Background: an optimization exercise with open tools, aiming at small area and few clock cycles. Do not read the settings as production practice. Function was checked by simulation only, so behaviour that the tests miss may differ from the original.

## flow/design.v (module list and top-level ports; edited modules follow where they fit)
// module pw_fa: 4 lines
// module pw_ha: 4 lines
// module pw_mac: 375 lines
// module pw_mul: 1067 lines
// module pw_requant: 40 lines
// module pw_conv_top: 208 lines
module pw_conv_top (
    input  logic               ap_clk,
    input  logic               areset,
    input  logic               ap_start,
    input  logic [31:0]        num_weights,
    input  logic [31:0]        num_bias,
    input  logic [31:0]        num_pixels,
    input  logic [15:0]        cfg_quant_m,
    input  logic [4:0]         cfg_quant_n,
    input  logic               cfg_use_relu,
    input  logic [127:0]       param_data,
    input  logic               param_valid,
    input  logic [63:0]        pixel_data,
    input  logic               pixel_valid,
    output logic               ap_idle,
    output logic               ap_done,
    output logic               param_ready,
    output logic               pixel_ready,
    output logic [63:0]        out_data,
    output logic               out_valid,
    output logic               out_last
);
  // ...
==> flow/flow/run.sh <==
#!/bin/bash
# The standard layout, with the input and output port buffers made of
# buf_2 cells instead of the delay cells buffer_ports picks by default.
# All tool output goes to standard.log; ORFS's own step logs stay under orfs/logs.
set -euo pipefail
export BUFFER_PORTS_ARGS="-buffer_cell sky130_fd_sc_hd__buf_2"
bash standard.sh > standard.log 2>&1
==> flow/standard.sh <==
#!/bin/bash
# synth_recipe.tcl (not shown) runs the flow's synth.tcl, then flattens the netlist and writes it again
# the make line also repeats each setting of config.mk as NAME=value (left out here)
make -C /OpenROAD-flow-scripts/flow DESIGN_CONFIG=/design/flow/config.mk WORK_HOME=/design/flow/orfs CLKGATE_MAP_FILE= SYNTH_SCRIPT=/design/flow/synth_recipe.tcl "${@:-finish}"
==> flow/config.mk <==
export PLATFORM = sky130hd
export DESIGN_NAME = pw_conv_top
export DESIGN_NICKNAME = pw_conv_top
export VERILOG_FILES = /design/flow/design.v
export SDC_FILE = /design/flow/constraint.sdc
export NUM_CORES = 4
export LEC_CHECK = 0
export ABC_AREA = 1
export CAP_MARGIN = 20
export CORE_MARGIN = 2
export CORE_UTILIZATION = 55
export CTS_CLUSTER_DIAMETER = 70
export CTS_CLUSTER_SIZE = 35
export GPL_TIMING_DRIVEN = 0
export PLACE_DENSITY = 0.65
export SLEW_MARGIN = 20
export SYNTH_HIERARCHICAL = 1
export SYNTH_MINIMUM_KEEP_SIZE = 0
==> flow/constraint.sdc <==
create_clock -name core_clock -period 12.0 [get_ports {ap_clk}]
set_input_delay 2.4000 -clock core_clock [delete_from_list [all_inputs] [get_ports {ap_clk}]]
set_output_delay 2.4000 -clock core_clock [all_outputs]
set_load 0.01 [all_outputs]
==> summary.md, run 1 <==
| Metric | Value |
|---|---|
| CTS H-tree lvls | 4 |
| Largest stage delay, worst path | 0.69 ns |
| Post-synth top area cell | dfxtp_1 |
| Placed insts | 21,020 |
| Total grt overflow | 0 |
| Worst Setup EP | out_r[33]$_DFF_P_ |
| Mapped Cells | 16,850 |
| IO Port Bufs | 322 |
| Seq cells | 3,260 |
| Mean post-synth cell area | 9.360 sq um |
| Die outline width | 539.4 um |
| Slew headroom | 28.06% |
| Initial drt markers | 12,510 |
| Multi-input gate share of total cell area | 46.70% |
| Outcome | no timing/DRC/antenna violations |
| Mux share of post-synthesis cell area | 1.422% |
| Simple-Gate Fraction of Synth Area | 14.86% |
| Hold WC Path Type | register to register |
| Largest net degree at the start of global routing | 36 |
| Non-clock buffer count | 1,479 |
| CP endpoint kind | register |
| Met1 Use GR | 45.92% |
Testbench counts, summed over its fixed seeds: cycles 15,005.
==> module pw_mac, before the edit <==
module pw_mac (
    input  logic [7:0]  p,
    input  logic [7:0]  w,
    input  logic [15:0] b,
    output logic [16:0] acc
);
    logic [8:0] px;
    logic [3:0] one, two, neg;
    logic [8:0] we;
    assign px = {p, 1'b0};
    assign we = {w[7], w};
    always_comb begin
        for (int k = 0; k < 4; k++) begin
            one[k] = px[2*k+1] ^ px[2*k];
            two[k] = (px[2*k+2] & ~px[2*k+1] & ~px[2*k]) | (~px[2*k+2] & px[2*k+1] & px[2*k]);
            neg[k] = px[2*k+2] & ~(px[2*k+1] & px[2*k]);
        end
    end
    logic [8:0] sel0;
    assign sel0 = ({9{one[0]}} & we | {9{two[0]}} & {we[7:0], 1'b0}) ^ {9{neg[0]}};
    logic [8:0] sel1;
    assign sel1 = ({9{one[1]}} & we | {9{two[1]}} & {we[7:0], 1'b0}) ^ {9{neg[1]}};
    logic [8:0] sel2;
    assign sel2 = ({9{one[2]}} & we | {9{two[2]}} & {we[7:0], 1'b0}) ^ {9{neg[2]}};
    logic [8:0] sel3;
    assign sel3 = ({9{one[3]}} & we | {9{two[3]}} & {we[7:0], 1'b0}) ^ {9{neg[3]}};
    logic t1;
    logic t2;
    logic t3;
    logic t4;
    logic t5;
    logic t6;
    logic t7;
    logic t8;
    logic t9;
    logic t10;
    logic t11;
    logic t12;
    logic t13;
    logic t14;
    logic t15;
    logic t16;
    logic t17;
    logic t18;
    logic t19;
    logic t20;
    logic t21;
    logic t22;
    logic t23;
    logic t24;
    logic t25;
    logic t26;
    logic t27;
    logic t28;
    logic t29;
    logic t30;
    logic t31;
    logic t32;
    logic t33;
    logic t34;
    logic t35;
    logic t36;
    logic t37;
    logic t38;
    logic t39;
    logic t40;
    logic t41;
    logic t42;
    logic t43;
    logic t44;
    logic t45;
    logic t46;
    logic t47;
    logic t48;
    logic t49;
    logic t50;
    logic t51;
    logic t52;
    logic t53;
    logic t54;
    logic t55;
    logic t56;
    logic t57;
    logic t58;
    logic t59;
    logic t60;
    logic t61;
    logic t62;
    logic t63;
    logic t64;
    logic t65;
    logic t66;
    logic t67;
    logic t68;
    logic t69;
    logic t70;
    logic t71;
    logic t72;
    logic t73;
    logic t74;
    logic t75;
    logic t76;
    logic t77;
    logic t78;
    logic t79;
    logic t80;
    logic t81;
    logic t82;
    logic t83;
    logic t84;
    logic t85;
    logic t86;
    logic t87;
    logic t88;
    logic yg0;
    logic yg1;
    logic yg2;
    logic yg3;
    logic yg4;
    logic yg5;
    logic yg6;
    logic yg7;
    logic yg8;
    logic yg9;
    logic yg10;
    logic yg11;
    logic yg12;
    logic yg13;
    logic yg14;
    logic yg15;
    logic yg16;
    logic yp0;
    logic yp1;
    logic yp2;
    logic yp3;
    logic yp4;
    logic yp5;
    logic yp6;
    logic yp7;
    logic yp8;
    logic yp9;
    logic yp10;
    logic yp11;
    logic yp12;
    logic yp13;
    logic yp14;
    logic yp15;
    logic yp16;
    logic yc1;
    logic yc2;
    logic yc3;
    logic yG1;
    logic yP1;
    logic yG2;
    logic yP2;
    logic yG3;
    logic yP3;
    logic yG4;
    logic yP4;
    logic yG5;
    logic yP5;
    logic yG6;
    logic yP6;
    logic yG7;
    logic yP7;
    logic yG8;
    logic yP8;
    logic yG9;
    logic yP9;
    logic yG10;
    logic yP10;
    logic yG11;
    logic yP11;
    logic yG12;
    logic yP12;
    logic yG13;
    logic yP13;
    logic yG14;
    logic yP14;
    logic yG15;
    logic yP15;
    logic yG16;
    logic yP16;
    logic yG17;
    logic yP17;
    logic yG18;
    logic yP18;
    logic yG19;
    logic yP19;
    logic yk4;
    logic yk5;
    logic yk6;
    logic yk7;
    logic yk8;
    logic yk9;
    logic yk10;
    logic yk11;
    logic yk12;
    logic yk13;
    logic yk14;
    logic yk15;
    logic yk16;
    logic ys0;
    logic ys1;
    logic ys2;
    logic ys3;
    logic ys4;
    logic ys5;
    logic ys6;
    logic ys7;
    logic ys8;
    logic ys9;
    logic ys10;
    logic ys11;
    logic ys12;
    logic ys13;
    logic ys14;
    logic ys15;
    logic ys16;
    pw_ha tha0 (.a(sel0[4]), .b(sel1[2]), .s(t1), .co(t2));
    pw_ha tha1 (.a(sel0[5]), .b(sel1[3]), .s(t3), .co(t4));
    pw_fa tfa0 (.a(sel0[6]), .b(sel1[4]), .c(sel2[2]), .s(t5), .co(t6));
    pw_ha tha2 (.a(sel3[0]), .b(neg[3]), .s(t7), .co(t8));
    pw_fa tfa1 (.a(sel0[7]), .b(sel1[5]), .c(sel2[3]), .s(t9), .co(t10));
    pw_ha tha3 (.a(sel3[1]), .b(b[7]), .s(t11), .co(t12));
    pw_fa tfa2 (.a(sel0[8]), .b(sel1[6]), .c(sel2[4]), .s(t13), .co(t14));
    pw_ha tha4 (.a(sel3[2]), .b(b[8]), .s(t15), .co(t16));
    pw_fa tfa3 (.a(~sel0[8]), .b(sel1[7]), .c(sel2[5]), .s(t17), .co(t18));
    assign t19 = sel3[3] ^ b[9] ^ 1'b1;
    assign t20 = (sel3[3] & b[9]) | (sel3[3] & 1'b1) | (b[9] & 1'b1);
    pw_fa tfa5 (.a(sel1[8]), .b(sel2[6]), .c(sel3[4]), .s(t21), .co(t22));
    assign t23 = b[10] ^ 1'b1;
    assign t24 = b[10] & 1'b1;
    pw_fa tfa6 (.a(~sel1[8]), .b(sel2[7]), .c(sel3[5]), .s(t25), .co(t26));
    pw_ha tha6 (.a(sel2[8]), .b(sel3[6]), .s(t27), .co(t28));
    pw_ha tha7 (.a(sel0[2]), .b(sel1[0]), .s(t29), .co(t30));
    pw_ha tha8 (.a(sel0[3]), .b(sel1[1]), .s(t31), .co(t32));
    pw_fa tfa7 (.a(t1), .b(sel2[0]), .c(neg[2]), .s(t33), .co(t34));
    pw_fa tfa8 (.a(t3), .b(sel2[1]), .c(b[5]), .s(t35), .co(t36));
    pw_fa tfa9 (.a(t5), .b(t7), .c(b[6]), .s(t37), .co(t38));
    pw_fa tfa10 (.a(t9), .b(t11), .c(t6), .s(t39), .co(t40));
    pw_fa tfa11 (.a(t13), .b(t15), .c(t10), .s(t41), .co(t42));
    pw_fa tfa12 (.a(t17), .b(t19), .c(t14), .s(t43), .co(t44));
    pw_fa tfa13 (.a(t21), .b(t23), .c(t18), .s(t45), .co(t46));
    pw_fa tfa14 (.a(t25), .b(b[11]), .c(t22), .s(t47), .co(t48));
    assign t49 = t27 ^ b[12] ^ 1'b1;
    assign t50 = (t27 & b[12]) | (t27 & 1'b1) | (b[12] & 1'b1);
    pw_fa tfa16 (.a(~sel2[8]), .b(sel3[7]), .c(b[13]), .s(t51), .co(t52));
    pw_ha tha9 (.a(sel3[8]), .b(b[14]), .s(t53), .co(t54));
    pw_ha tha10 (.a(~sel3[8]), .b(~b[15]), .s(t55), .co(t56));
    pw_ha tha11 (.a(sel0[0]), .b(neg[0]), .s(t57), .co(t58));
    pw_ha tha12 (.a(sel0[1]), .b(b[1]), .s(t59), .co(t60));
    pw_fa tfa17 (.a(t29), .b(neg[1]), .c(b[2]), .s(t61), .co(t62));
    pw_fa tfa18 (.a(t31), .b(b[3]), .c(t30), .s(t63), .co(t64));
    pw_fa tfa19 (.a(t33), .b(b[4]), .c(t32), .s(t65), .co(t66));
    pw_fa tfa20 (.a(t35), .b(t2), .c(t34), .s(t67), .co(t68));
    pw_fa tfa21 (.a(t37), .b(t4), .c(t36), .s(t69), .co(t70));
    pw_fa tfa22 (.a(t39), .b(t8), .c(t38), .s(t71), .co(t72));
    pw_fa tfa23 (.a(t41), .b(t12), .c(t40), .s(t73), .co(t74));
    pw_fa tfa24 (.a(t43), .b(t16), .c(t42), .s(t75), .co(t76));
    pw_fa tfa25 (.a(t45), .b(t20), .c(t44), .s(t77), .co(t78));
    pw_fa tfa26 (.a(t47), .b(t24), .c(t46), .s(t79), .co(t80));
    pw_fa tfa27 (.a(t49), .b(t26), .c(t48), .s(t81), .co(t82));
    pw_fa tfa28 (.a(t51), .b(t28), .c(t50), .s(t83), .co(t84));
    assign t85 = t53 ^ 1'b1 ^ t52;
    assign t86 = (t53 & 1'b1) | (t53 & t52) | (1'b1 & t52);
    assign t87 = t55 ^ 1'b1 ^ t54;
    assign t88 = (t55 & 1'b1) | (t55 & t54) | (1'b1 & t54);
    assign yg0 = t57 & b[0];
    assign yp0 = t57 ^ b[0];
    assign yg1 = t59 & t58;
    assign yp1 = t59 ^ t58;
    assign yg2 = t61 & t60;
    assign yp2 = t61 ^ t60;
    assign yg3 = t63 & t62;
    assign yp3 = t63 ^ t62;
    assign yg4 = t65 & t64;
    assign yp4 = t65 ^ t64;
    assign yg5 = t67 & t66;
    assign yp5 = t67 ^ t66;
    assign yg6 = t69 & t68;
    assign yp6 = t69 ^ t68;
    assign yg7 = t71 & t70;
    assign yp7 = t71 ^ t70;
    assign yg8 = t73 & t72;
    assign yp8 = t73 ^ t72;
    assign yg9 = t75 & t74;
    assign yp9 = t75 ^ t74;
    assign yg10 = t77 & t76;
    assign yp10 = t77 ^ t76;
    assign yg11 = t79 & t78;
    assign yp11 = t79 ^ t78;
    assign yg12 = t81 & t80;
    assign yp12 = t81 ^ t80;
    assign yg13 = t83 & t82;
    assign yp13 = t83 ^ t82;
    assign yg14 = t85 & t84;
    assign yp14 = t85 ^ t84;
    assign yg15 = t87 & t86;
    assign yp15 = t87 ^ t86;
    assign yg16 = t56 & t88;
    assign yp16 = t56 ^ t88;
    assign yc1 = yg1 | (yp1 & yg0);
    assign yc2 = yg2 | (yp2 & yc1);
    assign yc3 = yg3 | (yp3 & yc2);
    assign yG1 = yg5 | (yp5 & yg4);
    assign yP1 = yp5 & yp4;
    assign yG2 = yg7 | (yp7 & yg6);
    assign yP2 = yp7 & yp6;
    assign yG3 = yg9 | (yp9 & yg8);
    assign yP3 = yp9 & yp8;
    assign yG4 = yg11 | (yp11 & yg10);
    assign yP4 = yp11 & yp10;
    assign yG5 = yg13 | (yp13 & yg12);
    assign yP5 = yp13 & yp12;
    assign yG6 = yg15 | (yp15 & yg14);
    assign yP6 = yp15 & yp14;
    assign yG7 = yG2 | (yP2 & yG1);
    assign yP7 = yP2 & yP1;
    assign yG8 = yG4 | (yP4 & yG3);
    assign yP8 = yP4 & yP3;
    assign yG9 = yG6 | (yP6 & yG5);
    assign yP9 = yP6 & yP5;
    assign yG10 = yG8 | (yP8 & yG7);
    assign yP10 = yP8 & yP7;
    assign yG11 = yG9 | (yP9 & yG10);
    assign yP11 = yP9 & yP10;
    assign yG12 = yG3 | (yP3 & yG7);
    assign yP12 = yP3 & yP7;
    assign yG13 = yG5 | (yP5 & yG10);
    assign yP13 = yP5 & yP10;
    assign yG14 = yg6 | (yp6 & yG1);
    assign yP14 = yp6 & yP1;
    assign yG15 = yg8 | (yp8 & yG7);
    assign yP15 = yp8 & yP7;
    assign yG16 = yg10 | (yp10 & yG12);
    assign yP16 = yp10 & yP12;
    assign yG17 = yg12 | (yp12 & yG10);
    assign yP17 = yp12 & yP10;
    assign yG18 = yg14 | (yp14 & yG13);
    assign yP18 = yp14 & yP13;
    assign yG19 = yg16 | (yp16 & yG11);
    assign yP19 = yp16 & yP11;
    assign yk4 = yg4 | (yp4 & yc3);
    assign yk5 = yG1 | (yP1 & yc3);
    assign yk6 = yG14 | (yP14 & yc3);
    assign yk7 = yG7 | (yP7 & yc3);
    assign yk8 = yG15 | (yP15 & yc3);
    assign yk9 = yG12 | (yP12 & yc3);
    assign yk10 = yG16 | (yP16 & yc3);
    assign yk11 = yG10 | (yP10 & yc3);
    assign yk12 = yG17 | (yP17 & yc3);
    assign yk13 = yG13 | (yP13 & yc3);
    assign yk14 = yG18 | (yP18 & yc3);
    assign yk15 = yG11 | (yP11 & yc3);
    assign yk16 = yG19 | (yP19 & yc3);
    assign ys0 = yp0;
    assign ys1 = yp1 ^ yg0;
    assign ys2 = yp2 ^ yc1;
    assign ys3 = yp3 ^ yc2;
    assign ys4 = yp4 ^ yc3;
    assign ys5 = yp5 ^ yk4;
    assign ys6 = yp6 ^ yk5;
    assign ys7 = yp7 ^ yk6;
    assign ys8 = yp8 ^ yk7;
    assign ys9 = yp9 ^ yk8;
    assign ys10 = yp10 ^ yk9;
    assign ys11 = yp11 ^ yk10;
    assign ys12 = yp12 ^ yk11;
    assign ys13 = yp13 ^ yk12;
    assign ys14 = yp14 ^ yk13;
    assign ys15 = yp15 ^ yk14;
    assign ys16 = yp16 ^ yk15;
    assign acc = {ys16, ys15, ys14, ys13, ys12, ys11, ys10, ys9, ys8, ys7, ys6, ys5, ys4, ys3, ys2, ys1, ys0};
endmodule
==> module pw_conv_top, before the edit <==
module pw_conv_top (
    input  logic               ap_clk,
    input  logic               areset,
    input  logic               ap_start,
    input  logic [31:0]        num_weights,
    input  logic [31:0]        num_bias,
    input  logic [31:0]        num_pixels,
    input  logic [15:0]        cfg_quant_m,
    input  logic [4:0]         cfg_quant_n,
    input  logic               cfg_use_relu,
    input  logic [127:0]       param_data,
    input  logic               param_valid,
    input  logic [63:0]        pixel_data,
    input  logic               pixel_valid,
    output logic               ap_idle,
    output logic               ap_done,
    output logic               param_ready,
    output logic               pixel_ready,
    output logic [63:0]        out_data,
    output logic               out_valid,
    output logic               out_last
);
    localparam int PARAM_W     = 128;
    localparam int PIXEL_W     = 64;
    localparam int LANES       = 8;
    localparam int PARAM_BYTES = PARAM_W / 8;
    localparam int PIXEL_BYTES = PIXEL_W / 8;
    localparam int SIZE_W      = 32;
    localparam int LANE_W      = 8;
    localparam int BIAS_LANE_W = 16;
    localparam int WT_W        = LANES * LANE_W;
    localparam int MEM_DEPTH     = 16;
    localparam int MEM_AW        = 4;
    localparam int PARAM_IDX_LSB = 4;
    localparam int PIXEL_IDX_LSB = 3;
    localparam int RESET_CYCLES = 8;
    localparam int RST_CNT_W    = 3;
    localparam int QM_W    = 16;
    localparam int QN_W    = 5;
    localparam int ACC_W   = 17;
    localparam int SCALE_W = ACC_W + QM_W + 1;
    localparam int Q_MAX   = 127;
    localparam int Q_MIN   = -128;
    localparam logic [2:0] ST_IDLE         = 3'd0;
    localparam logic [2:0] ST_RESET        = 3'd1;
    localparam logic [2:0] ST_LOAD_WEIGHTS = 3'd2;
    localparam logic [2:0] ST_LOAD_BIAS    = 3'd3;
    localparam logic [2:0] ST_START        = 3'd4;
    localparam logic [2:0] ST_PROCESS      = 3'd5;
    localparam logic [2:0] ST_DONE         = 3'd6;
    logic        running;
    logic [3:0]  cur;
    logic [4:0]  wcnt, bcnt;
    logic [13:0] pcnt;
    logic        wfin, bfin, pfin, pfin_d;
    logic        start, active, full_load;
    logic [3:0]  nxt;
    logic [4:0]  wb, bb, wbase, bbase;
    logic [13:0] xb, pbase;
    logic        wph, bph, pph;
    logic        wwe, bwe, pfire;
    logic        w_ok, b_ok;
    logic        w_al, b_al, p_al;
    logic        w_t8, b_t8, p_t8;
    logic        psel;
    logic [4:0]  wcnt_n, bcnt_n;
    logic [13:0] pcnt_n;
    assign wb = num_weights[8:4] + {4'd0, |num_weights[3:0]};
    assign bb = num_bias[8:4]    + {4'd0, |num_bias[3:0]};
    assign xb = num_pixels[16:3] + {13'd0, |num_pixels[2:0]};
    assign ap_done = running & wfin & bfin & pfin_d;
    assign ap_idle = ~running | ap_done;
    assign start   = ap_start & ap_idle;
    assign active  = start | (running & ~ap_done);
    assign full_load = (wb == 5'd16) && (bb == 5'd16);
    assign nxt       = (start && full_load) ? 4'd0 : cur + 4'd1;
    assign wbase = ap_done ? 5'd0  : wcnt;
    assign bbase = ap_done ? 5'd0  : bcnt;
    assign pbase = ap_done ? 14'd0 : pcnt;
    assign wph = active && (wbase < wb);
    assign bph = active && (wbase == wb) && (bbase < bb);
    assign pph = active && (pbase < xb);
    assign w_al = (nxt[2:0] == wbase[2:0]);
    assign b_al = (nxt[2:0] == bbase[2:0]);
    assign p_al = (nxt[2:0] == pbase[2:0]);
    assign w_t8 = nxt[3] ^ wbase[3];
    assign b_t8 = nxt[3] ^ bbase[3];
    assign p_t8 = nxt[3] ^ pbase[3];
    assign param_ready = (wph && w_al) || (bph && b_al);
    assign wwe = param_valid && wph && w_al;
    assign bwe = param_valid && bph && b_al;
    assign w_ok = (pbase >= {9'd0, wb}) || (pbase < {9'd0, wbase}) ||
                  ((pbase == {9'd0, wbase}) && wwe);
    assign b_ok = (pbase >= {9'd0, bb}) || (pbase < {9'd0, bbase}) ||
                  ((pbase == {9'd0, bbase}) && bwe);
    assign pixel_ready = pph && p_al && w_ok && b_ok;
    assign pfire = pixel_valid && pixel_ready;
    assign wcnt_n = wbase + {4'd0, wwe};
    assign bcnt_n = bbase + {4'd0, bwe};
    assign pcnt_n = pbase + {13'd0, pfire};
    always_ff @(posedge ap_clk) begin
        if (areset) begin
            running <= 1'b0;
            cur     <= 4'd0;
            wcnt    <= '0;
            bcnt    <= '0;
            pcnt    <= '0;
            wfin    <= 1'b0;
            bfin    <= 1'b0;
            pfin    <= 1'b0;
            pfin_d  <= 1'b0;
        end else begin
            running <= active;
            cur     <= nxt;
            wcnt    <= active ? wcnt_n : 5'd0;
            bcnt    <= active ? bcnt_n : 5'd0;
            pcnt    <= active ? pcnt_n : 14'd0;
            wfin    <= active && (wcnt_n == wb);
            bfin    <= active && (bcnt_n == bb);
            pfin    <= active && (pcnt_n == xb);
            pfin_d  <= pfin && !ap_done;
        end
    end
    logic [63:0]  wring [16];
    logic [127:0] bring [16];
    logic [63:0]  w_in0, w_in8;
    logic [127:0] b_in0, b_in8;
    assign w_in0 = (wwe && !w_t8) ? param_data[63:0] : wring[15];
    assign w_in8 = (wwe &&  w_t8) ? param_data[63:0] : wring[7];
    assign b_in0 = (bwe && !b_t8) ? param_data       : bring[15];
    assign b_in8 = (bwe &&  b_t8) ? param_data       : bring[7];
    always_ff @(posedge ap_clk) begin
        wring[0] <= w_in0;
        bring[0] <= b_in0;
        wring[8] <= w_in8;
        bring[8] <= b_in8;
        for (int i = 1; i < 16; i++) begin
            if (i != 8) begin
                wring[i] <= wring[i-1];
                bring[i] <= bring[i-1];
            end
        end
    end
    logic [63:0]        pix_r;
    logic [16:0]        acc_n [LANES];
    logic [7:0]         q_n   [LANES];
    logic               v1, l1, v2, l2;
    logic [63:0]        out_r;
    logic [31:7]        keep_mask;
    logic [7:0]         m_s1, m_s2, m_s3;
    logic [15:0]        m_r;
    logic [4:0]         n_r;
    logic               relu_r;
    for (genvar g = 0; g < LANES; g++) begin : g_mac
        pw_mac u_mac (
            .p   (pix_r[g*8 +: 8]),
            .w   (psel ? wring[8][g*8 +: 8]   : wring[0][g*8 +: 8]),
            .b   (psel ? bring[8][g*16 +: 16] : bring[0][g*16 +: 16]),
            .acc (acc_n[g])
        );
    end
    always_ff @(posedge ap_clk) begin
        if (areset) begin
            v1 <= 1'b0;
            v2 <= 1'b0;
        end else begin
            v1 <= pfire;
            v2 <= v1;
        end
        l1    <= pcnt_n == xb;
        l2    <= l1;
        pix_r  <= pixel_data;
        m_r    <= cfg_quant_m;
        n_r    <= cfg_quant_n;
        relu_r <= cfg_use_relu;
        psel  <= p_t8;
        for (int i = 0; i < LANES; i++) begin
            out_r[i*8 +: 8] <= q_n[i];
        end
    end
    always_comb begin
        for (int k = 0; k < 8; k++) begin
            m_s1[k] = (m_r[2*k+1 -: 2] == 2'd1);
            m_s2[k] = (m_r[2*k+1 -: 2] == 2'd2);
            m_s3[k] = (m_r[2*k+1 -: 2] == 2'd3);
        end
    end
    always_comb begin
        for (int b = 7; b < 32; b++) begin
            keep_mask[b] = (6'(b) >= {1'b0, n_r} + 6'd7);
        end
    end
    for (genvar g = 0; g < LANES; g++) begin : g_lane
        pw_requant u_rq (
            .acc       (acc_n[g]),
            .s1        (m_s1),
            .s2        (m_s2),
            .s3        (m_s3),
            .n         (n_r),
            .relu      (relu_r),
            .keep_mask (keep_mask),
            .q         (q_n[g])
        );
    end
    assign out_data  = out_r;
    assign out_valid = v2;
    assign out_last  = l2;
endmodule
==> run 2, diff against run 1 <==
--- a/flow/design.v
+++ b/flow/design.v
@@ -36,23 +36,15 @@
     assign co = a & b;
 endmodule
 module pw_mac (
-    input  logic [7:0]  p,
+    input  logic [3:0]  one,
+    input  logic [3:0]  two,
+    input  logic [3:0]  neg,
     input  logic [7:0]  w,
     input  logic [15:0] b,
     output logic [16:0] acc
 );
-    logic [8:0] px;
-    logic [3:0] one, two, neg;
     logic [8:0] we;
-    assign px = {p, 1'b0};
     assign we = {w[7], w};
-    always_comb begin
-        for (int k = 0; k < 4; k++) begin
-            one[k] = px[2*k+1] ^ px[2*k];
-            two[k] = (px[2*k+2] & ~px[2*k+1] & ~px[2*k]) | (~px[2*k+2] & px[2*k+1] & px[2*k]);
-            neg[k] = px[2*k+2] & ~(px[2*k+1] & px[2*k]);
-        end
-    end
     logic [8:0] sel0;
     assign sel0 = ({9{one[0]}} & we | {9{two[0]}} & {we[7:0], 1'b0}) ^ {9{neg[0]}};
     logic [8:0] sel1;
@@ -1661,19 +1653,26 @@
             end
         end
     end
-    logic [63:0]        pix_r;
+    logic [3:0]         pd_one [LANES];
+    logic [3:0]         pd_two [LANES];
+    logic [3:0]         pd_neg [LANES];
     logic [16:0]        acc_n [LANES];
     logic [7:0]         q_n   [LANES];
     logic               v1, l1, v2, l2;
     logic [63:0]        out_r;
     logic [31:7]        keep_mask;
     logic [7:0]         m_s1, m_s2, m_s3;
-    logic [15:0]        m_r;
-    logic [4:0]         n_r;
-    logic               relu_r;
+    logic [8:0]         px_ext [LANES];
+    always_comb begin
+        for (int i = 0; i < LANES; i++) begin
+            px_ext[i] = {pixel_data[i*8 +: 8], 1'b0};
+        end
+    end
     for (genvar g = 0; g < LANES; g++) begin : g_mac
         pw_mac u_mac (
-            .p   (pix_r[g*8 +: 8]),
+            .one (pd_one[g]),
+            .two (pd_two[g]),
+            .neg (pd_neg[g]),
             .w   (psel ? wring[8][g*8 +: 8]   : wring[0][g*8 +: 8]),
             .b   (psel ? bring[8][g*16 +: 16] : bring[0][g*16 +: 16]),
             .acc (acc_n[g])
@@ -1689,10 +1688,14 @@
         end
         l1    <= pcnt_n == xb;
         l2    <= l1;
-        pix_r  <= pixel_data;
-        m_r    <= cfg_quant_m;
-        n_r    <= cfg_quant_n;
-        relu_r <= cfg_use_relu;
+        for (int i = 0; i < LANES; i++) begin
+            for (int k = 0; k < 4; k++) begin
+                pd_one[i][k] <= px_ext[i][2*k+1] ^ px_ext[i][2*k];
+                pd_two[i][k] <= (px_ext[i][2*k+2] & ~px_ext[i][2*k+1] & ~px_ext[i][2*k]) |
+                                (~px_ext[i][2*k+2] & px_ext[i][2*k+1] & px_ext[i][2*k]);
+                pd_neg[i][k] <= px_ext[i][2*k+2] & ~(px_ext[i][2*k+1] & px_ext[i][2*k]);
+            end
+        end
         psel  <= p_t8;
         for (int i = 0; i < LANES; i++) begin
             out_r[i*8 +: 8] <= q_n[i];
@@ -1700,14 +1703,14 @@
     end
     always_comb begin
         for (int k = 0; k < 8; k++) begin
-            m_s1[k] = (m_r[2*k+1 -: 2] == 2'd1);
-            m_s2[k] = (m_r[2*k+1 -: 2] == 2'd2);
-            m_s3[k] = (m_r[2*k+1 -: 2] == 2'd3);
+            m_s1[k] = (cfg_quant_m[2*k+1 -: 2] == 2'd1);
+            m_s2[k] = (cfg_quant_m[2*k+1 -: 2] == 2'd2);
+            m_s3[k] = (cfg_quant_m[2*k+1 -: 2] == 2'd3);
         end
     end
     always_comb begin
         for (int b = 7; b < 32; b++) begin
-            keep_mask[b] = (6'(b) >= {1'b0, n_r} + 6'd7);
+            keep_mask[b] = (6'(b) >= {1'b0, cfg_quant_n} + 6'd7);
         end
     end
     for (genvar g = 0; g < LANES; g++) begin : g_lane
@@ -1716,8 +1719,8 @@
             .s1        (m_s1),
             .s2        (m_s2),
             .s3        (m_s3),
-            .n         (n_r),
-            .relu      (relu_r),
+            .n         (cfg_quant_n),
+            .relu      (cfg_use_relu),
             .keep_mask (keep_mask),
             .q         (q_n[g])
         );
==> run 2 against run 1 <==
Compared with the run above:
- still clean
- final area shrank 0.76%
- worst setup slack gained 0.13 ns
- flip-flop and latch count grew 10
- wire length shrank 2.3%
- synthesized cell count grew 0.55%
- cell count grew 0.10%
- critical path type unchanged
- largest cell class unchanged
==> summary.md, run 2 <==
| Metric | Value |
|---|---|
| Outcome | no timing/DRC/antenna violations (unchanged) |
| IO Pins | 385 (unchanged) |
| Final Cycle Share | 95.86% (was 96.96%) |
| Fmax | 86.93 MHz (was 85.94 MHz) |
| Die Ht | 539.3 um (was 539.4 um) |
| Worst EP required | 12.77 ns (was 12.83 ns) |
| Starting Density | 55.30% (was 55.28%) |
| Largest register FFs | 2,048 (unchanged) |
| Placed insts | 21,100 (was 21,020) |
| Tightest Pin Transition | 1.235 ns (was 1.079 ns) |
| Post-place setup slack | -1.392 ns (was -1.071 ns) |
| Most frequent cell after synthesis | nand2_1 (unchanged) |
| Layout cells sized above 1 | 12.00% (was 13.27%) |
| CTS tree | yes (unchanged) |
| Top cells by area, synth | dfxtp_1, fa_1, nand2_1, ha_1, inv_1 (unchanged) |
| Max-Cap Viols | 0 (unchanged) |
| Most common cell after layout, fill and taps aside | nand2_1 (unchanged) |
| Mapped Area | 0.1576 sq mm (was 0.1577 sq mm) |
| Top cells by count, synth | nand2_1, dfxtp_1, inv_1 (unchanged) |
| P&R area growth vs syn | 9.248% (was 10.01%) |
| IO Port Bufs | 322 (unchanged) |
| GP Congestion | 1.023 (was 1.018) |
| Syn Nets | 19,060 (was 18,960) |
| Final nets | 19,640 (was 19,610) |
| Floorplan core area | 0.2850 sq mm (was 0.2852 sq mm) |
| RSZ-0062 raised after global routing | true |
| Yosys top cell area share | 41.54% (was 41.39%) |
| Total length of routed wires | 492.2 mm (was 504.0 mm) |
| CTS H-tree lvls | 4 (unchanged) |
| Post-synth top area cell | dfxtp_1 (unchanged) |
| CP endpoint kind | register (unchanged) |
| Minimum clock period | 11.50 ns (was 11.64 ns) |
| CP Max Fanout | 10 (unchanged) |
| Slew headroom | 17.14% (was 28.06%) |
| Async SR Flop Fraction | 0% (unchanged) |
| Vias in the first global route | 115,800 (was 117,100) |
| Tot GR Track Use | 33.33% (was 33.95%) |
| Synth cell types | 66 (was 59) |
| Register bit count reported by yosys | 3,270 (was 3,260) |
| Hold WC Path Type | register to register (unchanged) |
| Clk pin slew, worst setup/hold paths | 0.12 ns (about the same) |
| Die Area | 0.2908 sq mm (was 0.2910 sq mm) |
| Via count of the routed design | 119,900 (was 121,000) |
| Sequential fraction of the synthesis area | 41.54% (was 41.39%) |
| Slew Limit Fails | 0 (unchanged) |
| Initial antenna violation count | 27 (was 13) |
| Vias per cell | 5.615 (was 5.673) |
| Worst-case clock buffer depth | 4 (unchanged) |
| Critical-path top delay cell | fa_1 (was xor2_1) |
| Site row count | 196 (unchanged) |
| Largest register by flop count | bring (unchanged) |
| Critical Path AT | 12.27 ns (was 12.47 ns) |
| CP most frequent cell | nand2_1 (unchanged) |
| Initial drt markers | 12,420 (was 12,510) |
| Fin worst setup slack | 0.4971 ns (was 0.3645 ns) |
| CTS Root Buffer Type | clkbuf_16 (unchanged) |
| Largest net degree at the start of global routing | 36 (unchanged) |
| Mapped Cells | 16,940 (was 16,850) |
| Largest stage delay, worst path | 0.56 ns (was 0.69 ns) |
| First-pass GRT wire length | 730.3 mm (was 741.8 mm) |
| Final Hold Viols | 0 (unchanged) |
| Post-DRT Antenna Nets | 0 (unchanged) |
| Synth Flop Type | dfxtp_1 (unchanged) |
| Inserted Clock Buffers | 139 (was 136) |
| Leading cell types in the layout, fill and taps excluded | nand2_1, dfxtp_1, inv_1, fa_1, nand3_1 (unchanged) |
| Setup Skew | 0.1027 ns (was 0.07346 ns) |
| 1st-pass router iterations | 7 (was 10) |
| Non-Filler Instances | 21,350 (was 21,330) |
| Final setup fails | 0 (unchanged) |
| Post-synth EDFFs | 0 (unchanged) |
| DRC | 0 (unchanged) |
| DR WL/cell | 23.05 um (was 23.63 um) |
| Largest regs | bring x2048, wring x1024, out_r x64 (was bring x2048, wring x1024) |
| Critical path launch point type | register (unchanged) |
| Ys Warns | 22 (was 15) |
| Hold WS | 0.2964 ns (was 0.2934 ns) |
| Die outline width | 539.3 um (was 539.4 um) |
| Latest clock arrival within the worst-skew pair | 0.91 ns (was 0.89 ns) |
| Detailed placer's ending HPWL | 376.8 mm (was 383.8 mm) |
| Total grt overflow | 0 (unchanged) |
| WS Path Type | register to register (unchanged) |
| CTS sink cnt | 3,270 (was 3,260) |
| Mean post-synth cell area | 9.303 sq um (was 9.360 sq um) |
| CTS Hold Bufs | 0 (unchanged) |
-- run 2: changes by cell type in the layout (fill, tap and decap cells not counted), sizes merged, moves of 29 or more --
| cell | before | now |
|---|---|---|
| buf | 1146 | 1073 |
| clkbuf | 478 | 507 |
| inv | 1793 | 1841 |
| nand3 | 973 | 1002 |
| o21ai | 745 | 679 |
| xnor2 | 166 | 127 |
| xor2 | 477 | 544 |
-- run 2: final timing paths --
| kind | startpoint | end | slack, ns | depth (start not counted) |
|---|---|---|---|---|
| setup reg to reg | psel$_DFF_P_ | out_r[3]$_DFF_P_ | 0.50 | 57 |
| setup / recovery | psel$_DFF_P_ | out_r[3]$_DFF_P_ | 0.50 | 57 |
| hold reg to reg | bring[5][56]$_DFF_P_ | bring[6][56]$_DFF_P_ | 0.30 | 0 |
| hold / removal | bring[5][56]$_DFF_P_ | bring[6][56]$_DFF_P_ | 0.30 | 0 |
-- run 2: through the flow --
step | instance area (sq um) | utilization, % | TNS, ns
global placement | 163900 | 57.51 | -190.13
CTS | 170500 | 59.84 | -0.5746
detailed placement | 165900 | 58.23 | -65.68
global route | 172100 | 60.40 | -0.6775
floorplan | 157600 | - | 0
finish | 172100 | 60.41 | 0
-- run 2: kinds of logic (layout without fill, tap and decap cells) --
group,after synthesis,after routing,share of synthesized area [%]
flops,3270,3270,41.54
fa+ha+maj,1802,1802,19.15
other cells,0,12,0
buf+inv,2956,3594,8.349
xor+xnor,671,671,4.082
compound gates,2564,2564,10.61
simple gates,5475,5475,14.85
mux,200,200,1.423
-- run 2: repair_timing --
| action | 4_1_cts | 5_1_grt |
|---|---|---|
| endpoints found under the setup margin | 64 | 64 |
| pin swaps | 0 | 30 |
| gates resized for setup | 36 | 282 |
| setup buffers | 0 | 41 |
-- run 2: per-module statistics from Yosys, one instance, submodules excluded --
module       cells  cell area [sq um]
pw_mac         223               1480
pw_requant     283               1320
pw_fa            1              20.02
pw_ha            1              12.51
pw_mul         810               4688
pw_conv_top   5282              76460
-- run 2: area by class of cell --
| cell class | instances | area (sq um) |
|---|---|---|
| clock inverter | 49 | 903.4 |
| timing repair buffer | 441 | 3666 |
| multi-input combinational | 10710 | 80270 |
| sequential | 3270 | 65470 |
| inverter | 1965 | 7634 |
| clock buffer | 148 | 3553 |
| antenna | 12 | 30.03 |
| tap | 3762 | 4707 |
| fill | 24970 | 112800 |
| buffer | 991 | 5918 |
-- run 2: worst max-delay path, delay by kind of cell (launching register included) --
| kind | cells | cell delay (ns) |
|---|---|---|
| AO/OA/AOI/OAI | 8 | 1.01 |
| adder cells (fa/ha/maj) | 10 | 4.56 |
| XOR/XNOR | 3 | 0.86 |
| AND/OR/NAND/NOR | 26 | 2.81 |
| buffers and inverters | 9 | 1.26 |
| flip-flops | 1 | 0.39 |
| multiplexers | 1 | 0.39 |
-- run 2: per-layer routing --
layer	vias up	global-route usage, %	wire, um
met5	-	0	62
met2	5874	50.19	207600
li1	55820	-	-
met4	10	17.20	31210
met1	56660	44.80	205400
met3	1528	7.613	47990
Testbench counts of run 2, summed over its fixed seeds: cycles 15,005.

==> afterwards: timing with drivers on the ports <==
The results above use ideal ports. As a check the final layouts listed here were re-extracted and re-timed, cells and wires unchanged.
Step 1: set_driving_cell puts a clkbuf_16 on ap_clk and a buf_2 on each other input, an assumption about the parent block.
Step 2 also shifts input and output timing later by t, the mid clock arrival at the registers, as if the neighbouring blocks saw the same clock.
Slacks: ideal ports / drivers / drivers and shift; pairs: ideal ports / drivers.
run | t (ns) | setup slack, ns | hold WS [ns] | slew at the worst register clock pin (ns) | pins driven straight from the clock port
run 1 | 0.962 | 0.364 / 0.364 / 0.364 | 0.293 / 0.293 / 0.293 | 0.12 / 0.12 | 1
run 2 | 0.960 | 0.497 / 0.497 / 0.497 | 0.296 / 0.296 / 0.296 | 0.12 / 0.12 | 1
After both steps every run listed still meets setup and hold.
